What follows belongs to an exercise in optimizing a design on an open flow for small area, a short achievable clock period and few clock cycles; a production flow would make more cautious choices. Only simulation tests tie the RTL to the original design; equivalence was not proved.

Setup of JK:
==> flow/design.v (excerpt) <==
module servo_slew_position_controller
(
    input  logic                        i_clk,
    input  logic                        i_rst_n,
    input  logic                        i_in_valid,
    output logic                        o_in_stall,
    input  logic [sspc_pkg::REQ_W-1:0] i_req_type,
    input  logic signed [sspc_pkg::ANGLE_W-1:0] i_angle,
    input  logic signed [sspc_pkg::DIR_W-1:0] i_direction,
    output logic                        o_out_valid,
    input  logic                        i_out_stall,
    output logic [sspc_pkg::PULSE_W-1:0] o_pulse_width,
    output logic [sspc_pkg::PULSE_W-1:0] o_target_width,
    output logic                        o_pwm_write,
    input  logic                        i_cfg_valid,
    output logic                        o_cfg_ready,
    input  logic [sspc_pkg::CFG_IDX_W-1:0] i_cfg_index,
    input  logic [sspc_pkg::CFG_DAT_W-1:0] i_cfg_data
);
For scale: ~3,100 cells after synthesis, about 67 I/O pins, ~29,000 µm² of cells after synthesis.
clock: 11.0 ns
lec_check: 0
cap_margin: 20
core_margin: 2
core_utilization: 40
setup_slack_margin: 5
slew_margin: 20
standard.sh (not shown) runs the stock make flow with config.mk's settings and CLKGATE_MAP_FILE= SYNTH_SCRIPT=/design/flow/synth_recipe.tcl, a recipe that flattens the netlist after the stock synthesis.
==> flow/flow/run.sh <==
#!/bin/bash
set -euo pipefail
MARGIN=${MARGIN:-7}
sed "s/SETUP_SLACK_MARGIN=5/SETUP_SLACK_MARGIN=${MARGIN}/" standard.sh > standard_margin.sh
grep -q "SETUP_SLACK_MARGIN=${MARGIN}" standard_margin.sh
bash standard_margin.sh > flow.log 2>&1
Testbench counts of JK, summed over its fixed seeds: cycles 7,632.
Input changes introduced in MS (baseline for comparison: JK):
- putting PLACE_DENSITY at 0.75 where nothing was set
- swapping 40 for 60 in CORE_UTILIZATION
==> flow/run.sh (new file) <==
#!/bin/bash
# synth_recipe.tcl (not shown) runs the flow's synth.tcl, then flattens the netlist and writes it again
# the make line also repeats each setting of config.mk as NAME=value (left out here)
make -C /OpenROAD-flow-scripts/flow DESIGN_CONFIG=/design/flow/config.mk WORK_HOME=/design/flow/orfs CLKGATE_MAP_FILE= SYNTH_SCRIPT=/design/flow/synth_recipe.tcl finish
removed: flow/flow/run.sh
removed: flow/standard.sh
[summary]
JK has lower clock-cell share of area than MS. Floorplan core area of MS falls short of that of JK by more than a quarter.
Edits applied to the flow inputs when going from MS to AL:
- PLACE_DENSITY: 0.75 -> unset
- CORE_UTILIZATION: 60 -> 40
==> run notes <==
- Looking at cell area after placement, AL sits about 1.4% above MS.
- AL vs. MS: fraction of area in registers went down by 0.38 points.
- Compared to MS, AL was floorplanned on a bigger die.
- Cell count delta for AL relative to MS: 8.6% higher
- On AL: fraction of area in multi-input gates is 0.75 points lower than what MS gave.
- AL ended up with a higher clock skew than MS did.
- Design area delta (AL − MS): unfavourable
Inputs modified between AL and TR:
- PLACE_DENSITY now 0.85, previously not set
Results
Delta (TR minus AL): delay of the slowest critical-path stage lost 0.06 ns; total routing usage reported by global routing neither gained nor lost much. [compare] base=AL new=TR: routed length on met3 has increased, wire length has increased, wire length on met1 has decreased.

---

Another version of the RTL of servo_slew_position_controller (not shown whole).
Size in the first run: roughly 3,500 cells after synthesis, ~350 flip-flops, ~67 I/O pins, about 29,000 µm² of cells after synthesis.
clock: 11.0 ns
lec_check: 0
abc_area: 1
cap_margin: 20
core_margin: 2
core_utilization: 40
setup_slack_margin: 5
slew_margin: 20
==> flow/flow/run.sh <==
#!/bin/bash
set -euo pipefail
MARGIN=${MARGIN:-6.2}
sed "s/SETUP_SLACK_MARGIN=5/SETUP_SLACK_MARGIN=${MARGIN}/" standard.sh > standard_margin.sh
grep -q "SETUP_SLACK_MARGIN=${MARGIN}" standard_margin.sh
bash standard_margin.sh > flow.log 2>&1
The first run ran to the end with no violations.
Testbench counts at the start, summed over its fixed seeds: cycles 7,632.
Change:
--- a/flow/flow/run.sh
+++ b/flow/flow/run.sh
@@ -2,3 +2,3 @@
 set -euo pipefail
-MARGIN=${MARGIN:-6.2}
+MARGIN=${MARGIN:-6.5}
 sed "s/SETUP_SLACK_MARGIN=5/SETUP_SLACK_MARGIN=${MARGIN}/" standard.sh > standard_margin.sh
=>
- routed wire length went up by 1.2%
- non-clock buffer count went up by 38
- via count went up by 0.89%
- worst setup slack improved by 0.041 ns
- final area went up by 1.8%
- final cell count went up by 0.87%
- clock-buffer cell count went down by 1
- core utilization went up by 0.80 points
Change:
--- a/flow/flow/run.sh
+++ b/flow/flow/run.sh
@@ -2,3 +2,3 @@
 set -euo pipefail
-MARGIN=${MARGIN:-6.5}
+MARGIN=${MARGIN:-5.6}
 sed "s/SETUP_SLACK_MARGIN=5/SETUP_SLACK_MARGIN=${MARGIN}/" standard.sh > standard_margin.sh
Outcome: Die area does not change. Routed wire length shrinks slightly. Hold slack improved by 0.0052 ns. Core utilization went down by 1.5 points. Cell count is lower slightly. Final area drops by a few percent. Via count is lower slightly. Setup slack got worse by 0.59 ns. Global-route usage fell by 0.23 points. Non-clock buffer count decreases by 75.

---

Another version of the RTL of servo_slew_position_controller (not shown whole).
Size: ~3000 cells after synthesis, about 28000 um2 of cells after synthesis.
==> flow/config.mk <==
export PLATFORM = sky130hd
export DESIGN_NAME = servo_slew_position_controller
export DESIGN_NICKNAME = servo_slew_position_controller
export VERILOG_FILES = /design/flow/design.v
export SDC_FILE = /design/flow/constraint.sdc
export NUM_CORES = 4
export LEC_CHECK = 0
export CAP_MARGIN = 20
export CORE_MARGIN = 2
export CORE_UTILIZATION = 40
export SETUP_SLACK_MARGIN = 5
export SLEW_MARGIN = 20
==> flow/constraint.sdc <==
create_clock -name core_clock -period 11.0 [get_ports {i_clk}]
set_input_delay 2.2000 -clock core_clock [delete_from_list [all_inputs] [get_ports {i_clk}]]
set_output_delay 2.2000 -clock core_clock [all_outputs]
set_load 0.01 [all_outputs]
==> flow/flow/run.sh <==
#!/bin/bash
set -euo pipefail
MARGIN=${MARGIN:-6.0}
sed "s/SETUP_SLACK_MARGIN=5/SETUP_SLACK_MARGIN=${MARGIN}/" standard.sh > standard_margin.sh
grep -q "SETUP_SLACK_MARGIN=${MARGIN}" standard_margin.sh
bash standard_margin.sh > flow.log 2>&1
The starting point produced a clean layout.
Testbench counts at the start, summed over its fixed seeds: cycles 7,632.
==> next run, changes <==
--- a/flow/flow/run.sh
+++ b/flow/flow/run.sh
@@ -2,3 +2,3 @@
 set -euo pipefail
-MARGIN=${MARGIN:-6.0}
+MARGIN=${MARGIN:-6.4}
 sed "s/SETUP_SLACK_MARGIN=5/SETUP_SLACK_MARGIN=${MARGIN}/" standard.sh > standard_margin.sh
Effect: Clock skew goes up by 0.0089 ns; utilization goes up by 2.7 points; global-route usage goes up by 0.46 points; setup slack is worse by 0.057 ns; cell count goes up by about 3%; synthesized cell count does not change; flip-flop and latch count is unchanged.
==> next run, changes <==
--- a/flow/flow/run.sh
+++ b/flow/flow/run.sh
@@ -2,3 +2,3 @@
 set -euo pipefail
-MARGIN=${MARGIN:-6.4}
+MARGIN=${MARGIN:-5.6}
 sed "s/SETUP_SLACK_MARGIN=5/SETUP_SLACK_MARGIN=${MARGIN}/" standard.sh > standard_margin.sh
=> First-iteration DRC count goes down by 18%; cell area shrinks by 7.2%; cell count falls by 3.4%; via count fell by 3.6%; die area does not change; register-to-register slack is worse by 0.04 ns; global-route usage goes down by 0.40 points.
==> next run, changes <==
==> flow/run.sh (new file) <==
#!/bin/bash
# synth_recipe.tcl (not shown) runs the flow's synth.tcl, then flattens the netlist and writes it again
# the make line also repeats each setting of config.mk as NAME=value (left out here)
make -C /OpenROAD-flow-scripts/flow DESIGN_CONFIG=/design/flow/config.mk WORK_HOME=/design/flow/orfs CLKGATE_MAP_FILE= SYNTH_SCRIPT=/design/flow/synth_recipe.tcl finish
removed: flow/flow/run.sh
removed: flow/standard.sh
Clock skew is about the same.
Core utilization goes down by 0.59 points.
Synthesized cell count stays the same.
Hold slack gets better by 0.0075 ns.
Via count fell by about 0.46%.

---

the previous run:
Another version of the RTL of servo_slew_position_controller (not shown whole).
Size in the first run: roughly 3,400 cells after synthesis, ~350 flip-flops, about 67 I/O pins.
clock: 11.0 ns
lec_check: 0
abc_area: 1
cap_margin: 20
core_margin: 2
core_utilization: 40
setup_slack_margin: 5
slew_margin: 20
==> flow/flow/run.sh <==
#!/bin/bash
set -euo pipefail
MARGIN=${MARGIN:-6.4}
sed "s/SETUP_SLACK_MARGIN=5/SETUP_SLACK_MARGIN=${MARGIN}/" standard.sh > standard_margin.sh
grep -q "SETUP_SLACK_MARGIN=${MARGIN}" standard_margin.sh
bash standard_margin.sh > flow.log 2>&1
The previous run completed every stage of the flow, and the final layout passed the timing, DRC and antenna checks.
Testbench counts of the previous run, summed over its fixed seeds: cycles 7,632.
For the current run, these inputs were changed with respect to the previous run:
-- flow/flow/run.sh --
<<< the previous run, line 3
MARGIN=${MARGIN:-6.4}
>>> the current run, line 3
MARGIN=${MARGIN:-6.2}
==> run notes <==
The current run ended with every stage complete and zero timing, DRC or antenna violations.
For footprint of the flip-flops and latches, the current run and the previous run come out practically identical.
Compare the current run and the previous run | count of plain and timing-repair buffers in the layout lower: the current run
| via count of the first global-routing pass | the current run vs the previous run | about 0.45% lower |
The run showing the smaller design area is the current run.
The final reports for the current run and the previous run show layout overhead on the synthesized area lower in the former.
The previous run → the current run: non-clock buffering overhead in the final layout moved down; wire length moved down; maximum number of pins on one net before global-route repair moved up.

---

job 2961:
RTL: one of the versions met above, not the one the previous note started from.
Size in the first run: about 67 I/O pins, roughly 28000 um^2 of cells after synthesis.
clock: 11.0 ns
lec_check: 0
cap_margin: 20
core_margin: 2
core_utilization: 40
setup_slack_margin: 5
slew_margin: 20
==> flow/flow/run.sh <==
#!/bin/bash
set -euo pipefail
MARGIN=${MARGIN:-5.9}
sed "s/SETUP_SLACK_MARGIN=5/SETUP_SLACK_MARGIN=${MARGIN}/" standard.sh > standard_margin.sh
grep -q "SETUP_SLACK_MARGIN=${MARGIN}" standard_margin.sh
bash standard_margin.sh > flow.log 2>&1
Having completed the whole flow, job 2961 delivered a layout that passed the timing, DRC and antenna checks.
Testbench counts of job 2961, summed over its fixed seeds: cycles 7,632.
Relative to job 2961, the following input files were edited for job 9514:
-- flow/flow/run.sh --
<<< job 2961, line 3
MARGIN=${MARGIN:-5.9}
>>> job 9514, line 3
MARGIN=${MARGIN:-6.2}
## What came out
A startpoint of the worst setup timing path of c_den[1] is what job 9514 shows, while i_out_stall belongs to job 2961. Job 9514: post-route clock period utilization is 1.6 points lower than what job 2961 reported. Diff job 2961 -> job 9514: global-route usage increased by 0.28 points relative to the old numbers; worst hold-check slack picked up an extra 0.0040 ns; minimum period implied by the final worst setup slack saw a decrease. After detailed routing, job 2961 needs less wire than job 9514. Compared to job 2961, job 9514 has area occupied by multi-input gates about 4% higher. Taking job 2961 as the reference, in job 9514 final standard cell area without fillers moved up; number of global-route vias before repair moved up.
> inputs changed (job 9514 -> job 9286)
- an added ABC_AREA of 1
-- flow/flow/run.sh --
<<< job 9514, line 3
MARGIN=${MARGIN:-6.2}
>>> job 9286, line 3
MARGIN=${MARGIN:-6.8}
==> comparison <==
Job 9286 does worse than job 9514 on via count.
Fraction of the yosys area taken by sequential cells: job 9286 < job 9514
Relative to job 9514, the worst slack at placement of job 9286 is higher by 0.085 ns.

---

servo_slew_position_controller again, from the RTL that the note above started with.
Settings: LEC_CHECK=0, CAP_MARGIN=20, CORE_MARGIN=2, CORE_UTILIZATION=40, SETUP_SLACK_MARGIN=5, SLEW_MARGIN=20; clock period 11.0 ns.
==> flow/flow/run.sh <==
#!/bin/bash
set -euo pipefail
MARGIN=${MARGIN:-5.6}
sed "s/SETUP_SLACK_MARGIN=5/SETUP_SLACK_MARGIN=${MARGIN}/" standard.sh > standard_margin.sh
grep -q "SETUP_SLACK_MARGIN=${MARGIN}" standard_margin.sh
bash standard_margin.sh > flow.log 2>&1
The first run ran to the end with no violations.
Testbench counts at the start, summed over its fixed seeds: cycles 7,632.
Rerun with:
==> flow/flow/run.sh (replaced) <==
#!/bin/bash
set -euo pipefail
MARGIN=${MARGIN:-5.9}
sed "s/SETUP_SLACK_MARGIN=5/SETUP_SLACK_MARGIN=${MARGIN}/" standard.sh > standard_margin.sh
grep -q "SETUP_SLACK_MARGIN=${MARGIN}" standard_margin.sh
bash standard_margin.sh > flow.log 2>&1
Settings changed: ABC_AREA set to 1.
Result:
- clock-buffer cell count increases by 2
- wire length increases by a few percent
- clock skew decreases by 0.019 ns

## what the ideal ports hide
How much do the figures lean on ideal ports? The routed layouts below were timed once more, with nothing changed but the port constraints.
Step 1: set_driving_cell puts a clkbuf_16 on i_clk and a buf_2 on each other input, an assumption about the parent block.
Step 2 moves the port delays by t, midway between the first and last clock arrival at a register: inputs arrive t later, outputs are due t later. That takes back most of the time a late clock gives input paths.
Three values: ideal ports, drivers, drivers and shift; two values: the first two.
run | shift t [ns] | setup WS [ns] | worst data-port slew with drivers (ns) | pins driven straight from the clock port
JK | 0.623 | 5.650 / 5.650 / 5.650 | 0.05 | 1
MS | 0.601 | 5.304 / 5.304 / 4.895 | 0.04 | 1
AL | 0.614 | 5.325 / 5.325 / 4.799 | 0.04 | 1
TR | 0.629 | 5.103 / 5.103 / 4.685 | 0.07 | 1
the first run of note 2 | 0.630 | 6.240 / 6.178 / 5.804 | 0.06 | 1
the second run of note 2 | 0.619 | 6.281 / 6.206 / 6.078 | 0.08 | 1
the third run of note 2 | 0.623 | 5.690 / 5.653 / 5.366 | 0.06 | 1
the first run of note 3 | 0.607 | 5.635 / 5.635 / 5.605 | 0.05 | 1
the second run of note 3 | 0.612 | 5.578 / 5.578 / 5.578 | 0.07 | 1
the third run of note 3 | 0.613 | 5.535 / 5.535 / 5.387 | 0.05 | 1
the fourth run of note 3 | 0.618 | 5.115 / 5.085 / 4.764 | 0.06 | 1
the previous run | 0.629 | 6.287 / 6.211 / 5.972 | 0.08 | 1
the current run | 0.634 | 6.239 / 6.151 / 5.991 | 0.08 | 1
job 2961 | 0.617 | 6.005 / 5.966 / 5.488 | 0.06 | 1
job 9514 | 0.627 | 6.177 / 6.175 / 5.645 | 0.06 | 1
job 9286 | 0.638 | 6.285 / 6.218 / 6.098 | 0.08 | 1
the first run of note 6 | 0.614 | 5.712 / 5.687 / 5.346 | 0.08 | 1
the second run of note 6 | 0.624 | 5.990 / 5.941 / 5.543 | 0.07 | 1
After both steps every run listed still meets setup and hold. The setup slack of job 9514, which loses most, moves by -0.002 ns with the drivers and by -0.532 ns with both steps.
